Context: an optimization exercise on an open-source flow, tuned for a short achievable clock period and few clock cycles. The choices shown serve that exercise and are no tape-out recipe. In this exercise RTL edits were held to simulation tests only and were not proved equivalent to the original. Power figures rest on the tool's default switching activity, not on a simulated workload.

## try-garnet
## mips_core
module mips_core #(
    parameter mips_pkg::word_t RESET_PC = 32'h0000_3000
) (
    input  logic       clk,
    input  logic       arst_n,
    output mips_pkg::word_t      i_inst_addr,
    input  mips_pkg::word_t      i_inst_rdata,
    output mips_pkg::word_t      m_data_addr,
    input  mips_pkg::word_t      m_data_rdata,
    output mips_pkg::word_t      m_data_wdata,
    output logic [3:0] m_data_byteen,
    output logic       w_grf_we,
    output mips_pkg::reg_addr_t  w_grf_addr,
    output mips_pkg::word_t      w_grf_wdata,
    output mips_pkg::word_t      w_inst_addr
);
export LEC_CHECK = 0
export CAP_MARGIN = 20
export CORE_MARGIN = 2
export CORE_UTILIZATION = 40
export PLACE_DENSITY = 0.55
export SETUP_SLACK_MARGIN = 5
export SLEW_MARGIN = 20
export SYNTH_HIERARCHICAL = 1
export SYNTH_MINIMUM_KEEP_SIZE = 0
create_clock -name core_clock -period 8.0 [get_ports {clk}]
standard.sh (not shown) runs the stock make flow with config.mk's settings and CLKGATE_MAP_FILE= SYNTH_SCRIPT=/design/flow/synth_recipe.tcl, a recipe that flattens the netlist after the stock synthesis.
==> flow/flow/run.sh <==
#!/bin/bash
set -euo pipefail
bash standard.sh synth > synth.log 2>&1
bash standard.sh SETUP_SLACK_MARGIN=5.6 MATCH_CELL_FOOTPRINT=0 finish > layout.log 2>&1
Testbench counts of try-garnet, summed over its fixed seeds: cycles 44,413.
Here is what was changed in the inputs of try-cedar compared with try-garnet.
==> flow/run.sh (new file) <==
#!/bin/bash
# synth_recipe.tcl (not shown) runs the flow's synth.tcl, then flattens the netlist and writes it again
# the make line also repeats each setting of config.mk as NAME=value (left out here)
make -C /OpenROAD-flow-scripts/flow DESIGN_CONFIG=/design/flow/config.mk WORK_HOME=/design/flow/orfs CLKGATE_MAP_FILE= SYNTH_SCRIPT=/design/flow/synth_recipe.tcl finish
removed: flow/flow/run.sh
removed: flow/standard.sh
Findings:
try-cedar was carried through to the last stage, and its layout satisfied the timing, DRC and antenna checks.
try-cedar — path length in cells of the critical path 1 lower, try-garnet as reference
Across both runs, clock buffer instance count of the final layout was higher for try-cedar than for try-garnet.
try-garnet -> try-cedar: placed wire-length estimate after detailed placement flat
Of try-cedar and try-garnet, the higher layout filler cell count belongs to try-cedar.
try-cedar vs try-garnet, filler-free cell count of the finished design went down by 569.
Taking try-garnet as the reference, in try-cedar routed wire length dropped about 17%, proportion of power drawn by combinational gates has decreased, detailed route wirelength on metal3 saw a decrease.
Total power consumption of the routed design delta (try-cedar − try-garnet): favourable
> inputs changed (try-cedar -> try-xenon)
Settings: swapping 40 for 50 in CORE_UTILIZATION; swapping 0.55 for 0.62 in PLACE_DENSITY.
==> flow/flow/run.sh (new file) <==
#!/bin/bash
set -euo pipefail
bash standard.sh synth > synth.log 2>&1
bash standard.sh SETUP_SLACK_MARGIN=5.3 MATCH_CELL_FOOTPRINT=0 finish > layout.log 2>&1
==> flow/standard.sh (new file) <==
#!/bin/bash
# synth_recipe.tcl (not shown) runs the flow's synth.tcl, then flattens the netlist and writes it again
# the make line also repeats each setting of config.mk as NAME=value (left out here)
make -C /OpenROAD-flow-scripts/flow DESIGN_CONFIG=/design/flow/config.mk WORK_HOME=/design/flow/orfs CLKGATE_MAP_FILE= SYNTH_SCRIPT=/design/flow/synth_recipe.tcl "${@:-finish}"
removed: flow/run.sh
Notes after the runs:
Relative to try-cedar, the sum of net half-perimeters after detailed placement of try-xenon is lower by about 6%. Number of buffers and inverters on the critical path: try-xenon > try-cedar. Against try-cedar, try-xenon reports a stage delay of the slowest cell on the critical path that is higher. Fraction of final layout cells sized beyond drive strength 1 (lower): try-cedar. Summary: with try-cedar as the reference, routed wire length in try-xenon moved up by a few percent. Worst setup path endpoint: x_opb[28] -> try-xenon, x_opb[2] -> try-cedar.
## Diff of input files: try-raven against try-xenon
Settings: changing CORE_UTILIZATION from 50 to 40; changing PLACE_DENSITY from 0.62 to 0.55.
--- outcome ---
- try-raven finished all stages; the layout is clean.
- Final worst clock skew, try-raven and try-xenon: higher on try-raven
- try-raven vs try-xenon: share of power burned in combinational logic up
- Going from try-xenon to try-raven, final routed wirelength across all metal layers grows by about 8%.
- [diff] power, try-raven relative to try-xenon: regression
- Compared with try-xenon, in try-raven number of vias after detailed routing comparable, total of clock buffers placed in the layout now larger, total non-filler cell area in the finished layout now larger, total routed wire length on the met1 layer now larger.
- Compared try-raven vs try-xenon, and global-route wire length before repair is up in try-raven.

-- afterwards: timing with drivers on the ports --
No port has a modelled driver above. Below, the same layouts with a new extraction and two added sets of constraints.
Step 1 sets driving cells, clkbuf_16 on the clock port and buf_2 on the other inputs (assumed; they add their load-dependent delay and slew).
Step 2 moves the port delays by t, midway between the first and last clock arrival at a register: inputs arrive t later, outputs are due t later. That takes back most of the time a late clock gives input paths.
a / b / c = no drivers / after step 1 / after step 2; a / b = the first two.
run	shift t [ns]	slack for setup (ns)	worst setup path after step 2	worst slew at a driven data input, ns	cell pins on the clock port's net
try-garnet	0.948	4.883 / 4.883 / 4.037	input to register	0.17	1
try-cedar	0.926	4.872 / 4.914 / 3.988	input to register	0.11	1
try-xenon	0.901	4.930 / 4.927 / 4.040	input to register	0.25	1
try-raven	0.924	4.999 / 4.903 / 4.133	input to register	0.22	1
After both steps setup and hold are still met in every run listed. For try-xenon, which loses most, drivers alone change the setup slack by -0.003 ns; drivers and shift together by -0.890 ns.
